This is an optimization exercise on Yosys and OpenROAD, whose aim is small area, not a production implementation.
Function was checked by simulation only, so behaviour that the tests miss may differ from the original.
No activity file was given, so power comes from the tool's default toggle rates.

$ cat config.mk
export PLATFORM = sky130hd
export DESIGN_NAME = matrix_calc_top
export DESIGN_NICKNAME = matrix_calc_top
export VERILOG_FILES = /design/flow/design.v
export SDC_FILE = /design/flow/constraint.sdc
export NUM_CORES = 4
export LEC_CHECK = 0
export ABC_AREA = 1
export CAP_MARGIN = 20
export CORE_MARGIN = 2
export CORE_UTILIZATION = 40
export SLEW_MARGIN = 20
$ cat constraint.sdc
create_clock -name core_clock -period 11.0 [get_ports {clk}]
set_input_delay 2.2000 -clock core_clock [delete_from_list [all_inputs] [get_ports {clk}]]
set_output_delay 2.2000 -clock core_clock [all_outputs]
set_load 0.01 [all_outputs]
$ cat design.v
`timescale 1ns/100ps
module matrix_alu (
	input  logic [3:0] x0,
	input  logic [3:0] y0,
	input  logic [3:0] x1,
	input  logic [3:0] y1,
	input  logic [3:0] x2,
	input  logic [3:0] y2,
	input  logic [3:0] x3,
	input  logic [3:0] y3,
	input  logic [3:0] x4,
	input  logic [3:0] y4,
	input  logic [3:0] e,
	output logic [8:0] val
);
	logic p0_w0, p0_w1a, p0_w1b, p0_w2a, p0_w2b, p0_w2c, p0_w3a, p0_w3b, p0_w4, p0_w5, p0_w6, p1_w0, p1_w1a, p1_w1b, p1_w2a, p1_w2b, p1_w2c, p1_w3a, p1_w3b, p1_w4, p1_w5, p1_w6, p2_w0, p2_w1a, p2_w1b, p2_w2a, p2_w2b, p2_w2c, p2_w3a, p2_w3b, p2_w4, p2_w5, p2_w6, p3_w0, p3_w1a, p3_w1b, p3_w2a, p3_w2b, p3_w2c, p3_w3a, p3_w3b, p3_w4, p3_w5, p3_w6, p4_w0, p4_w1a, p4_w1b, p4_w2a, p4_w2b, p4_w2c, p4_w3a, p4_w3b, p4_w4, p4_w5, p4_w6, fs0, fc0, fs1, fc1, hs0, hc0, fs2, fc2, fs3, fc3, fs4, fc4, fs5, fc5, fs6, fc6, fs7, fc7, hs1, hc1, fs8, fc8, fs9, fc9, fs10, fc10, fs11, fc11, fs12, fc12, fs13, fc13, fs14, fc14, fs15, fc15, fs16, fc16, fs17, fc17, fs18, fc18, fs19, fc19, fs20, fc20, fs21, fc21, fs22, fc22, fs23, fc23, fs24, fc24, fs25, fc25, fs26, fc26, fs27, fc27, fs28, fc28, hs2, hc2, fs29, fc29, fs30, fc30, fs31, fc31, fs32, fc32, fs33, fc33, fs34, fc34, fs35, fc35, hs3, hc3, fs36, fc36, fs37, fc37, fs38, fc38, fs39, fc39, fs40, fc40, fs41, fc41, fs42, fc42, fs43, fc43, fs44, fc44, fs45, fc45, fs46, fc46, fs47, fc47, fs48, fc48, hs4, hc4;
	assign p0_w0 = x0[0] & y0[0];
	assign p0_w1a = x0[0] & y0[1];
	assign p0_w1b = x0[1] & y0[0];
	assign p0_w2a = x0[0] & y0[2];
	assign p0_w2b = x0[1] & y0[1];
	assign p0_w2c = x0[2] & y0[0];
	assign p0_w3a = (x0[0] & y0[3]) | (x0[1] & y0[2]);
	assign p0_w3b = (x0[3] & y0[0]) | (x0[2] & y0[1]);
	assign p0_w4 = (x0[1] & y0[3]) | (x0[2] & y0[2]) | (x0[3] & y0[1]);
	assign p0_w5 = (x0[2] & y0[3]) | (x0[3] & y0[2]);
	assign p0_w6 = x0[3] & y0[3];
	assign p1_w0 = x1[0] & y1[0];
	assign p1_w1a = x1[0] & y1[1];
	assign p1_w1b = x1[1] & y1[0];
	assign p1_w2a = x1[0] & y1[2];
	assign p1_w2b = x1[1] & y1[1];
	assign p1_w2c = x1[2] & y1[0];
	assign p1_w3a = (x1[0] & y1[3]) | (x1[1] & y1[2]);
	assign p1_w3b = (x1[3] & y1[0]) | (x1[2] & y1[1]);
	assign p1_w4 = (x1[1] & y1[3]) | (x1[2] & y1[2]) | (x1[3] & y1[1]);
	assign p1_w5 = (x1[2] & y1[3]) | (x1[3] & y1[2]);
	assign p1_w6 = x1[3] & y1[3];
	assign p2_w0 = x2[0] & y2[0];
	assign p2_w1a = x2[0] & y2[1];
	assign p2_w1b = x2[1] & y2[0];
	assign p2_w2a = x2[0] & y2[2];
	assign p2_w2b = x2[1] & y2[1];
	assign p2_w2c = x2[2] & y2[0];
	assign p2_w3a = (x2[0] & y2[3]) | (x2[1] & y2[2]);
	assign p2_w3b = (x2[3] & y2[0]) | (x2[2] & y2[1]);
	assign p2_w4 = (x2[1] & y2[3]) | (x2[2] & y2[2]) | (x2[3] & y2[1]);
	assign p2_w5 = (x2[2] & y2[3]) | (x2[3] & y2[2]);
	assign p2_w6 = x2[3] & y2[3];
	assign p3_w0 = x3[0] & y3[0];
	assign p3_w1a = x3[0] & y3[1];
	assign p3_w1b = x3[1] & y3[0];
	assign p3_w2a = x3[0] & y3[2];
	assign p3_w2b = x3[1] & y3[1];
	assign p3_w2c = x3[2] & y3[0];
	assign p3_w3a = (x3[0] & y3[3]) | (x3[1] & y3[2]);
	assign p3_w3b = (x3[3] & y3[0]) | (x3[2] & y3[1]);
	assign p3_w4 = (x3[1] & y3[3]) | (x3[2] & y3[2]) | (x3[3] & y3[1]);
	assign p3_w5 = (x3[2] & y3[3]) | (x3[3] & y3[2]);
	assign p3_w6 = x3[3] & y3[3];
	assign p4_w0 = x4[0] & y4[0];
	assign p4_w1a = x4[0] & y4[1];
	assign p4_w1b = x4[1] & y4[0];
	assign p4_w2a = x4[0] & y4[2];
	assign p4_w2b = x4[1] & y4[1];
	assign p4_w2c = x4[2] & y4[0];
	assign p4_w3a = (x4[0] & y4[3]) | (x4[1] & y4[2]);
	assign p4_w3b = (x4[3] & y4[0]) | (x4[2] & y4[1]);
	assign p4_w4 = (x4[1] & y4[3]) | (x4[2] & y4[2]) | (x4[3] & y4[1]);
	assign p4_w5 = (x4[2] & y4[3]) | (x4[3] & y4[2]);
	assign p4_w6 = x4[3] & y4[3];
	assign fs0 = p0_w0 ^ p1_w0 ^ p2_w0;
	assign fc0 = (p0_w0 & p1_w0) | (p0_w0 & p2_w0) | (p1_w0 & p2_w0);
	assign fs1 = p3_w0 ^ p4_w0 ^ e[0];
	assign fc1 = (p3_w0 & p4_w0) | (p3_w0 & e[0]) | (p4_w0 & e[0]);
	assign hs0 = fs0 ^ fs1;
	assign hc0 = fs0 & fs1;
	assign fs2 = p0_w1a ^ p0_w1b ^ p1_w1a;
	assign fc2 = (p0_w1a & p0_w1b) | (p0_w1a & p1_w1a) | (p0_w1b & p1_w1a);
	assign fs3 = p1_w1b ^ p2_w1a ^ p2_w1b;
	assign fc3 = (p1_w1b & p2_w1a) | (p1_w1b & p2_w1b) | (p2_w1a & p2_w1b);
	assign fs4 = p3_w1a ^ p3_w1b ^ p4_w1a;
	assign fc4 = (p3_w1a & p3_w1b) | (p3_w1a & p4_w1a) | (p3_w1b & p4_w1a);
	assign fs5 = p4_w1b ^ e[1] ^ fc0;
	assign fc5 = (p4_w1b & e[1]) | (p4_w1b & fc0) | (e[1] & fc0);
	assign fs6 = fc1 ^ hc0 ^ fs2;
	assign fc6 = (fc1 & hc0) | (fc1 & fs2) | (hc0 & fs2);
	assign fs7 = fs3 ^ fs4 ^ fs5;
	assign fc7 = (fs3 & fs4) | (fs3 & fs5) | (fs4 & fs5);
	assign hs1 = fs6 ^ fs7;
	assign hc1 = fs6 & fs7;
	assign fs8 = p0_w2a ^ p0_w2b ^ p0_w2c;
	assign fc8 = (p0_w2a & p0_w2b) | (p0_w2a & p0_w2c) | (p0_w2b & p0_w2c);
	assign fs9 = p1_w2a ^ p1_w2b ^ p1_w2c;
	assign fc9 = (p1_w2a & p1_w2b) | (p1_w2a & p1_w2c) | (p1_w2b & p1_w2c);
	assign fs10 = p2_w2a ^ p2_w2b ^ p2_w2c;
	assign fc10 = (p2_w2a & p2_w2b) | (p2_w2a & p2_w2c) | (p2_w2b & p2_w2c);
	assign fs11 = p3_w2a ^ p3_w2b ^ p3_w2c;
	assign fc11 = (p3_w2a & p3_w2b) | (p3_w2a & p3_w2c) | (p3_w2b & p3_w2c);
	assign fs12 = p4_w2a ^ p4_w2b ^ p4_w2c;
	assign fc12 = (p4_w2a & p4_w2b) | (p4_w2a & p4_w2c) | (p4_w2b & p4_w2c);
	assign fs13 = e[2] ^ fc2 ^ fc3;
	assign fc13 = (e[2] & fc2) | (e[2] & fc3) | (fc2 & fc3);
	assign fs14 = fc4 ^ fc5 ^ fc6;
	assign fc14 = (fc4 & fc5) | (fc4 & fc6) | (fc5 & fc6);
	assign fs15 = fc7 ^ hc1 ^ fs8;
	assign fc15 = (fc7 & hc1) | (fc7 & fs8) | (hc1 & fs8);
	assign fs16 = fs9 ^ fs10 ^ fs11;
	assign fc16 = (fs9 & fs10) | (fs9 & fs11) | (fs10 & fs11);
	assign fs17 = fs12 ^ fs13 ^ fs14;
	assign fc17 = (fs12 & fs13) | (fs12 & fs14) | (fs13 & fs14);
	assign fs18 = fs15 ^ fs16 ^ fs17;
	assign fc18 = (fs15 & fs16) | (fs15 & fs17) | (fs16 & fs17);
	assign fs19 = p0_w3a ^ p0_w3b ^ p1_w3a;
	assign fc19 = (p0_w3a & p0_w3b) | (p0_w3a & p1_w3a) | (p0_w3b & p1_w3a);
	assign fs20 = p1_w3b ^ p2_w3a ^ p2_w3b;
	assign fc20 = (p1_w3b & p2_w3a) | (p1_w3b & p2_w3b) | (p2_w3a & p2_w3b);
	assign fs21 = p3_w3a ^ p3_w3b ^ p4_w3a;
	assign fc21 = (p3_w3a & p3_w3b) | (p3_w3a & p4_w3a) | (p3_w3b & p4_w3a);
	assign fs22 = p4_w3b ^ e[3] ^ fc8;
	assign fc22 = (p4_w3b & e[3]) | (p4_w3b & fc8) | (e[3] & fc8);
	assign fs23 = fc9 ^ fc10 ^ fc11;
	assign fc23 = (fc9 & fc10) | (fc9 & fc11) | (fc10 & fc11);
	assign fs24 = fc12 ^ fc13 ^ fc14;
	assign fc24 = (fc12 & fc13) | (fc12 & fc14) | (fc13 & fc14);
	assign fs25 = fc15 ^ fc16 ^ fc17;
	assign fc25 = (fc15 & fc16) | (fc15 & fc17) | (fc16 & fc17);
	assign fs26 = fc18 ^ fs19 ^ fs20;
	assign fc26 = (fc18 & fs19) | (fc18 & fs20) | (fs19 & fs20);
	assign fs27 = fs21 ^ fs22 ^ fs23;
	assign fc27 = (fs21 & fs22) | (fs21 & fs23) | (fs22 & fs23);
	assign fs28 = fs24 ^ fs25 ^ fs26;
	assign fc28 = (fs24 & fs25) | (fs24 & fs26) | (fs25 & fs26);
	assign hs2 = fs27 ^ fs28;
	assign hc2 = fs27 & fs28;
	assign fs29 = p0_w4 ^ p1_w4 ^ p2_w4;
	assign fc29 = (p0_w4 & p1_w4) | (p0_w4 & p2_w4) | (p1_w4 & p2_w4);
	assign fs30 = p3_w4 ^ p4_w4 ^ fc19;
	assign fc30 = (p3_w4 & p4_w4) | (p3_w4 & fc19) | (p4_w4 & fc19);
	assign fs31 = fc20 ^ fc21 ^ fc22;
	assign fc31 = (fc20 & fc21) | (fc20 & fc22) | (fc21 & fc22);
	assign fs32 = fc23 ^ fc24 ^ fc25;
	assign fc32 = (fc23 & fc24) | (fc23 & fc25) | (fc24 & fc25);
	assign fs33 = fc26 ^ fc27 ^ fc28;
	assign fc33 = (fc26 & fc27) | (fc26 & fc28) | (fc27 & fc28);
	assign fs34 = hc2 ^ fs29 ^ fs30;
	assign fc34 = (hc2 & fs29) | (hc2 & fs30) | (fs29 & fs30);
	assign fs35 = fs31 ^ fs32 ^ fs33;
	assign fc35 = (fs31 & fs32) | (fs31 & fs33) | (fs32 & fs33);
	assign hs3 = fs34 ^ fs35;
	assign hc3 = fs34 & fs35;
	assign fs36 = p0_w5 ^ p1_w5 ^ p2_w5;
	assign fc36 = (p0_w5 & p1_w5) | (p0_w5 & p2_w5) | (p1_w5 & p2_w5);
	assign fs37 = p3_w5 ^ p4_w5 ^ fc29;
	assign fc37 = (p3_w5 & p4_w5) | (p3_w5 & fc29) | (p4_w5 & fc29);
	assign fs38 = fc30 ^ fc31 ^ fc32;
	assign fc38 = (fc30 & fc31) | (fc30 & fc32) | (fc31 & fc32);
	assign fs39 = fc33 ^ fc34 ^ fc35;
	assign fc39 = (fc33 & fc34) | (fc33 & fc35) | (fc34 & fc35);
	assign fs40 = hc3 ^ fs36 ^ fs37;
	assign fc40 = (hc3 & fs36) | (hc3 & fs37) | (fs36 & fs37);
	assign fs41 = fs38 ^ fs39 ^ fs40;
	assign fc41 = (fs38 & fs39) | (fs38 & fs40) | (fs39 & fs40);
	assign fs42 = p0_w6 ^ p1_w6 ^ p2_w6;
	assign fc42 = (p0_w6 & p1_w6) | (p0_w6 & p2_w6) | (p1_w6 & p2_w6);
	assign fs43 = p3_w6 ^ p4_w6 ^ fc36;
	assign fc43 = (p3_w6 & p4_w6) | (p3_w6 & fc36) | (p4_w6 & fc36);
	assign fs44 = fc37 ^ fc38 ^ fc39;
	assign fc44 = (fc37 & fc38) | (fc37 & fc39) | (fc38 & fc39);
	assign fs45 = fc40 ^ fc41 ^ fs42;
	assign fc45 = (fc40 & fc41) | (fc40 & fs42) | (fc41 & fs42);
	assign fs46 = fs43 ^ fs44 ^ fs45;
	assign fc46 = (fs43 & fs44) | (fs43 & fs45) | (fs44 & fs45);
	assign fs47 = fc42 ^ fc43 ^ fc44;
	assign fc47 = (fc42 & fc43) | (fc42 & fc44) | (fc43 & fc44);
	assign fs48 = fc45 ^ fc46 ^ fs47;
	assign fc48 = (fc45 & fc46) | (fc45 & fs47) | (fc46 & fs47);
	assign hs4 = fc47 ^ fc48;
	assign hc4 = fc47 & fc48;
	assign val = {hs4, fs48, fs46, fs41, hs3, hs2, fs18, hs1, hs0};
endmodule
`timescale 1ns/100ps
module matrix_calc_top (
	input  logic       clk,
	input  logic       rst_n,
	input  logic       rx_valid,
	input  logic [7:0] rx_data,
	input  logic [7:0] command,
	input  logic [7:0] scalar_in,
	input  logic       confirm,
	input  logic       tx_busy,
	output logic       tx_start,
	output logic [7:0] tx_data,
	output logic       busy,
	output logic       error,
	output logic       timer_active
);
	localparam logic [1:0] GET_M = 2'd0, GET_N = 2'd1, GET_ELEM = 2'd2;
	logic [1:0]  ld_state;
	logic [2:0]  m1_q, n1_q;      
	logic [2:0]  lr, lc;          
	logic        slot;            
	logic        wr_en;
	logic        load_error;
	logic [99:0] stage;           
	logic        dim_ok, elem_ok, lc_last, lr_last, elem_in;
	logic [2:0]  rx_dim1;
	assign dim_ok  = (rx_data != 8'd0) && (rx_data <= 8'd5);
	assign elem_ok = rx_data <= 8'd9;
	assign rx_dim1 = rx_data[2:0] - 3'd1;
	assign lc_last = (lc == n1_q);
	assign lr_last = (lr == m1_q);
	assign elem_in = rx_valid && elem_ok && ld_state == GET_ELEM;
	always_ff @(posedge clk or negedge rst_n) begin
		if (!rst_n) begin
			ld_state   <= GET_M;
			slot       <= 1'b0;
			wr_en      <= 1'b0;
			load_error <= 1'b0;
		end else begin
			wr_en      <= 1'b0;
			load_error <= 1'b0;
			if (wr_en)
				slot <= ~slot;
			if (rx_valid) begin
				case (ld_state)
					GET_M: begin
						if (dim_ok)
							ld_state <= GET_N;
						else
							load_error <= 1'b1;
					end
					GET_N: begin
						load_error <= !dim_ok;
						ld_state <= dim_ok ? GET_ELEM : GET_M;
					end
					default: begin
						if (!elem_ok) begin
							load_error <= 1'b1;
							ld_state <= GET_M;
						end else if (lr_last && lc_last) begin
							wr_en <= 1'b1;
							ld_state <= GET_M;
						end
					end
				endcase
			end
		end
	end
	always_ff @(posedge clk) begin
		if (rx_valid && ld_state == GET_M)
			m1_q <= rx_dim1;
		if (rx_valid && ld_state == GET_N) begin
			n1_q <= rx_dim1;
			lr <= '0;
			lc <= '0;
		end else if (elem_in) begin
			if (lc_last) begin
				lc <= '0;
				lr <= lr + 3'd1;
			end else begin
				lc <= lc + 3'd1;
			end
		end
		for (int i = 0; i < 5; i++)
			for (int j = 0; j < 5; j++)
				if (elem_in && lr == i && lc == j)
					stage[4*(5*i+j) +: 4] <= rx_data[3:0];
	end
	logic [99:0] a_d, b_d;        
	logic [2:0]  a_m1, a_n1, b_m1, b_n1;
	logic        a_valid, b_valid;
	always_ff @(posedge clk or negedge rst_n) begin
		if (!rst_n) begin
			a_valid <= 1'b0;
			b_valid <= 1'b0;
		end else if (wr_en) begin
			if (slot) b_valid <= 1'b1;
			else      a_valid <= 1'b1;
		end
	end
	always_ff @(posedge clk) begin
		if (wr_en && !slot) begin
			a_m1 <= m1_q;
			a_n1 <= n1_q;
			a_d  <= stage;
		end
		if (wr_en && slot) begin
			b_m1 <= m1_q;
			b_n1 <= n1_q;
			b_d  <= stage;
		end
	end
	localparam logic [3:0]
		S_IDLE   = 4'd0,
		S_ERR    = 4'd1,
		S_CHKOK  = 4'd2,    
		S_CHKBAD = 4'd3,    
		S_START  = 4'd4,    
		S_RUN    = 4'd5,    
		S_DONE   = 4'd6,    
		S_FAIL   = 4'd7,    
		S_SSTART = 4'd8,    
		S_SEND   = 4'd9,    
		S_SDONE  = 4'd10;   
	localparam logic [1:0] OP_T = 2'd0, OP_S = 2'd1, OP_A = 2'd2, OP_M = 2'd3;
	logic [3:0] state, next_state;
	logic [1:0] op;
	logic [3:0] scalar;
	logic       load_err_q;
	logic [2:0] r, c, k, k_inc;
	logic       gap;
	logic       fit, k_last, c_last, r_last, t_end, bad_in;
	logic [2:0] rm1, rn1;
	always_comb begin
		case (op)
			OP_T, OP_S: fit = a_valid;
			OP_A:       fit = a_valid && b_valid && a_m1 == b_m1 && a_n1 == b_n1;
			default:    fit = a_valid && b_valid && a_n1 == b_m1;
		endcase
	end
	assign rm1    = (op == OP_T) ? a_n1 : a_m1;
	assign rn1    = (op == OP_T) ? a_m1 : (op == OP_M) ? b_n1 : a_n1;
	assign k_last = (op != OP_M) || (k == a_n1);
	assign c_last = (c == rn1);
	assign r_last = (r == rm1);
	assign t_end  = (c == 3'd6) && (k == 3'd0);
	assign k_inc  = k + 3'd1;
	assign bad_in = command[2] || (command[1:0] == OP_S && scalar_in > 8'd9);
	assign tx_start = (state == S_SEND) && !gap && !tx_busy;
	always_comb begin
		next_state = state;
		case (state)
			S_IDLE: begin
				if (load_error || load_err_q)
					next_state = S_ERR;
				else if (confirm)
					next_state = bad_in ? S_CHKBAD : S_CHKOK;
			end
			S_CHKOK:  next_state = S_START;
			S_CHKBAD: next_state = S_ERR;
			S_START:  next_state = fit ? S_RUN : S_FAIL;
			S_RUN:    if (k_last && c_last && r_last) next_state = S_DONE;
			S_DONE:   next_state = S_SSTART;
			S_FAIL:   next_state = S_ERR;
			S_SSTART: next_state = S_SEND;
			S_SEND:   if (tx_start && k[1:0] == 2'd3 && c_last && r_last) next_state = S_SDONE;
			S_SDONE:  next_state = S_IDLE;
			S_ERR:    if (t_end) next_state = S_IDLE;
			default:  next_state = S_IDLE;
		endcase
	end
	always_ff @(posedge clk) begin
		if (state == S_IDLE && confirm) begin
			op     <= command[1:0];
			scalar <= scalar_in[3:0];
		end
	end
	always_ff @(posedge clk or negedge rst_n) begin
		if (!rst_n) begin
			state      <= S_IDLE;
			load_err_q <= 1'b0;
			r          <= '0;
			c          <= '0;
			k          <= '0;
			gap        <= 1'b0;
		end else begin
			state <= next_state;
			gap   <= tx_start;
			if (state == S_IDLE)
				load_err_q <= 1'b0;
			else if (load_error && state != S_ERR)
				load_err_q <= 1'b1;
			case (state)
				S_RUN: begin
					if (!k_last) begin
						k <= k_inc;
					end else begin
						k <= '0;
						if (c_last) begin
							c <= '0;
							r <= r_last ? 3'd0 : r + 3'd1;
						end else begin
							c <= c + 3'd1;
						end
					end
				end
				S_SEND: begin
					if (tx_start) begin
						k <= (k[1:0] == 2'd3) ? 3'd2 : k_inc;
						if (k[1:0] == 2'd3) begin
							if (c_last) begin
								c <= '0;
								r <= r + 3'd1;
							end else begin
								c <= c + 3'd1;
							end
						end
					end
				end
				S_SDONE: begin
					r <= '0;
					c <= '0;
					k <= '0;
				end
				S_ERR: begin
					if (t_end) begin
						c <= '0;
						k <= '0;
					end else begin
						k <= k_inc;
						if (k == 3'd7)
							c <= c + 3'd1;
					end
				end
				default: ;
			endcase
		end
	end
	assign busy         = (state != S_IDLE) && (state != S_ERR);
	assign error        = (state == S_ERR) && !t_end;
	assign timer_active = error;
	logic [2:0]  ri, ji;
	logic [19:0] arow;
	logic [3:0]  ar [5];
	logic [3:0]  bc [5];
	logic [3:0]  aj, bj, ys;
	logic [3:0]  x [5];
	logic [3:0]  y [5];
	logic [3:0]  e;
	logic        mult;
	logic [8:0]  val;
	logic [2:0]  dim1;
	assign mult = (op == OP_M);
	assign ri   = (op == OP_T) ? c : r;
	assign ji   = (op == OP_T) ? r : c;
	assign ys   = (op == OP_S) ? scalar : 4'd1;
	always_comb begin
		case (ri)
			3'd0:    arow = a_d[19:0];
			3'd1:    arow = a_d[39:20];
			3'd2:    arow = a_d[59:40];
			3'd3:    arow = a_d[79:60];
			default: arow = a_d[99:80];
		endcase
		for (int q = 0; q < 5; q++) begin
			ar[q] = arow[4*q +: 4];
			case (c)
				3'd0:    bc[q] = b_d[20*q +: 4];
				3'd1:    bc[q] = b_d[20*q+4 +: 4];
				3'd2:    bc[q] = b_d[20*q+8 +: 4];
				3'd3:    bc[q] = b_d[20*q+12 +: 4];
				default: bc[q] = b_d[20*q+16 +: 4];
			endcase
		end
		case (ji)
			3'd0:    aj = ar[0];
			3'd1:    aj = ar[1];
			3'd2:    aj = ar[2];
			3'd3:    aj = ar[3];
			default: aj = ar[4];
		endcase
		case (r)
			3'd0:    bj = bc[0];
			3'd1:    bj = bc[1];
			3'd2:    bj = bc[2];
			3'd3:    bj = bc[3];
			default: bj = bc[4];
		endcase
		x[0] = mult ? ar[0] : aj;
		y[0] = mult ? bc[0] : ys;
		for (int q = 1; q < 5; q++) begin
			x[q] = (mult && q <= a_n1) ? ar[q] : 4'd0;
			y[q] = bc[q];
		end
		e = (op == OP_A) ? bj : 4'd0;
	end
	matrix_alu u_dot (.x0(x[0]), .y0(y[0]), .x1(x[1]), .y1(y[1]), .x2(x[2]), .y2(y[2]),
		.x3(x[3]), .y3(y[3]), .x4(x[4]), .y4(y[4]), .e, .val);
	assign dim1 = k[0] ? rn1 : rm1;
	always_comb begin
		if (!k[1])
			tx_data = {5'd0, dim1 + 3'd1};
		else if (!k[0])
			tx_data = {7'd0, val[8]};
		else
			tx_data = val[7:0];
	end
endmodule
$ cat run.sh
#!/bin/bash
# synth_recipe.tcl (not shown) runs the flow's synth.tcl, then flattens the netlist and writes it again
# the make line also repeats each setting of config.mk as NAME=value (left out here)
make -C /OpenROAD-flow-scripts/flow DESIGN_CONFIG=/design/flow/config.mk WORK_HOME=/design/flow/orfs CLKGATE_MAP_FILE= SYNTH_SCRIPT=/design/flow/synth_recipe.tcl finish
==> run summary <==
Yosys Warn Count -> 9
Core Region -> 39600 µm²
first-pass GRT wire length -> 63700 µm
root buf cell -> clkbuf_16
final net count -> 1671
Pwr Density -> 135 nW/µm²
Placed Cells -> 2019
CP dominant cell by count -> fa_1
post-synthesis simple-gate area fraction -> 0.128
RSZ-0062 raised after global routing -> yes
most frequent cells in the layout -> 324 x edfxtp_1, 184 x nand2_1, 180 x buf_4
vias in the first global route -> 10928
Slew Limit Fails -> 0
CTS buffer count -> 38
LEAKAGE -> 0.00751 µW
Least-Margin Pin Slew -> 0.889 ns
fmax -> 84.1 MHz
antenna diode count -> 0
number of remaining DRC errors -> 0
die area -> 41700 µm²
P&R area growth vs syn -> 23.1%
H-tree depth -> 2
Congestion Overflow GR -> 0
Initial Util -> 0.404
setup TNS -> -2.12 ns
Max rail drop VDD -> 109 µV
DPL Wire Length -> 31800 µm
overall die width -> 204 µm
synth unique cells -> 54
worst slack, placed -> -1.02 ns
Post-Route Utilization -> 0.497
initial antenna violation count -> 0
Post-Synth XOR/XNOR Area -> 0.0115
critical path arrival -> 9.69 ns
Layout Check Fails -> setup timing
Int Pwr -> 2130 µW
clock tree buffer depth -> 3
register area share after synthesis -> 0.649
sw frac -> 0.197
Setup WS post-layout -> -0.888 ns
worst min-delay path class -> register to register
endpoint type of the worst setup path -> primary output
Vias/cell -> 5.04
total power -> 2660 µW
largest family of logic cells by synthesized area -> simple AND/OR/NAND/NOR gates
clk_skew -> 0.0152 ns
wire per inst -> 20.3 µm
Ports -> 41
port bufs -> 35
CP startpoint kind -> register
Rel. slew slack -> 0.407
fin crit share -> 1.08
clock-pin slew on the worst setup and hold paths -> 0.06 ns
CP Buf/Inv Count -> 14
First-pass DRT Iterations -> 5
layout cell share with drive strength beyond 1 -> 0.220
Routability Congestion -> 0.949
mux cell area share after synthesis -> 0.000625
routed vias -> 10637
worst-path fanout max -> 6
Final min period -> 11.89 ns
Flop pwr share -> 0.547
Cell Count, Final, Fillers Out -> 2109
most frequent standard cell in the layout excluding fill and tap cells -> edfxtp_1
largest net degree at the start of global routing -> 84
EDFF count, synth -> 324
Critical Path Slowest Stage Cell -> fa_1
Cells after Synth -> 1322
delay-heaviest family, CP -> adder cells
slowest cell delay on critical path -> 0.53 ns
cell row count -> 73
CTS tree -> done
clock latency at the later pin of the worst-skew pair -> 0.54 ns
Seq cells post-synth -> 352
Routed WL -> 42800 µm
Mapped Avg Cell Area -> 12.1 µm²
Req. time, crit path -> 8.80 ns
final hold violation count -> 0
Logic pwr share -> 0.012
Sink Count -> 352
final setup vio count -> 3
Post-Synth Adder-Cell Area -> 0.0870
Die H -> 204 µm
status -> failed layout checks
initial DRC count -> 1000
Fillers -> 3535
top_reg_cell synth -> edfxtp_1
critical path type -> register to primary output
FFs w/ async S/R, synth -> 0.0625
Total GRT Usage -> 0.209
syn nets -> 1433
Detail Route Antenna Nets -> 0
Post-Syn Area -> 16000 µm²
Synth Area in Compound Gates -> 0.0686
Maximum Capacitance Violations -> 0
Clk network pwr share -> 0.441
P_sw -> 523 µW
worst reg2reg max path, cell delays in order (launching register included):
cell and delay (ns):
edfxtp_1 0.45, buf_4 0.17, buf_4 0.13, nand2_1 0.10, buf_4 0.21, inv_1 0.09, buf_4 0.18, nand2_1 0.10
nor2_1 0.06, nor3_1 0.49, a21boi_1 0.37, nand2_1 0.07, o21ai_0 0.09
sequential cells by signal (all words and copies together) (netlist names), 4 cells and up:
| name | count |
|---|---|
| a_d | 100 |
| b_d | 100 |
| scalar | 4 |
| stage | 100 |
| state | 4 |
layout make-up:
cell class,count,area [µm²],share of cell area
tap,525,657,0.0333
multi-input combinational,751,4980,0.253
timing repair buffer,225,1810,0.0918
clock buffer,46,1000,0.0508
clock inverter,18,128,0.00647
inverter,192,734,0.0373
sequential,352,10400,0.528
power by group through the flow:
stage / combinational (µW) / clock, µW / sequential [µW]
after global routing: 34.8 / 1240 / 1450
after CTS: 32.1 / 1190 / 1450
after detailed placement: 31.9 / 0 / 1480
final: 31.0 / 1170 / 1450
after floorplan: 9.07 / 0 / 1480
after global placement: 30.8 / 0 / 1480
synth_stat cells (2+ instances only):
master,number,area [µm²]
edfxtp_1,324,9730
nand2_1,203,762
inv_1,186,698
nor2_1,116,435
nand3_1,66,330
o21ai_0,59,295
a21oi_1,50,250
fa_1,49,981
ha_1,33,413
nand4_1,32,200
o22ai_1,24,150
dfrtp_1,22,551
or2_2,22,138
a22o_1,14,123
clkbuf_1,12,45.0
xor2_1,11,96.3
xnor2_1,10,87.6
nor3_1,8,40.0
buf_2,7,35.0
dfxtp_1,6,120
o211ai_1,6,45.0
a22oi_1,5,37.5
buf_6,5,56.3
inv_2,5,18.8
nor2_4,4,45.0
o221ai_1,4,35.0
a221oi_1,3,26.3
nand2_2,3,18.8
o21ai_1,3,15.0
a211oi_1,2,15.0
a31oi_1,2,12.5
buf_4,2,15.0
nand3b_1,2,15.0
nor4_1,2,12.5
final timing paths:
path                       startpoint          to  slack, ns  cells past startpoint
min                         stage[14]     a_d[14]       0.44                      0
max in group asynchronous       rst_n        c[1]       8.94                      1
max reg2reg                     op[1]        c[1]       8.41                     12
max                             op[1]  tx_data[0]      -0.89                     41
min in group asynchronous       rst_n        c[0]       1.65                      1
min reg2reg                 stage[14]     a_d[14]       0.44                      0
what timing repair did:
action,in CTS,in global routing
pin swaps,27,21
buffers inserted,19,7
hold buffers,0,0
gates resized for setup,85,23
endpoints found under the setup margin,4,4
cloned,0,0
routing by layer:
layer  GRT usage  wire length, µm
met1       0.273            18200
met2       0.347            20600
met3      0.0384             2580
met4      0.0769             1500
met5           0                0
per-stage QoR:
step	hold slack (ns)	area, µm²
final	0.440	19700
after global routing	0.448	19700
after CTS	0.437	19600
after detailed placement	0.429	18100
after global placement	0.424	18100
after floorplan	0.421	16000
cell families (layout without fill, tap and decap cells):
kind of cell    count (synthesis)  count (layout)
fa+ha+maj                      82              82
buf+inv                       219             481
mux                             1               1
compound gates                183             183
flops                         352             352
xor+xnor                       21              21
simple gates                  464             464

## static timing again, ports no longer ideal
Ports are ideal in the flow. The routed layout listed here was re-timed in OpenROAD.
Step 1 (the two cells are an assumption about what drives the block):
set clk [get_ports {clk}]
set_driving_cell -lib_cell sky130_fd_sc_hd__clkbuf_16 $clk
set_driving_cell -lib_cell sky130_fd_sc_hd__buf_2 [delete_from_list [all_inputs] $clk]
Step 2 times the ports against the registers' clock, not the clock port: input delays grow and output delays shrink by t, the midpoint of the rising clock arrivals with the driver on.
a / b / c = ideal / step 1 / step 2; a / b = the first two.
t (ns): 0.579
setup WS [ns]: -0.888 / -0.939 / -0.360
hold WS [ns]: 0.440 / 0.440 / 0.440
worst setup path at the end: register to output
worst data-port slew with drivers (ns): 0.04
For this run, drivers alone change the setup slack by -0.051 ns; drivers and shift together by +0.528 ns.
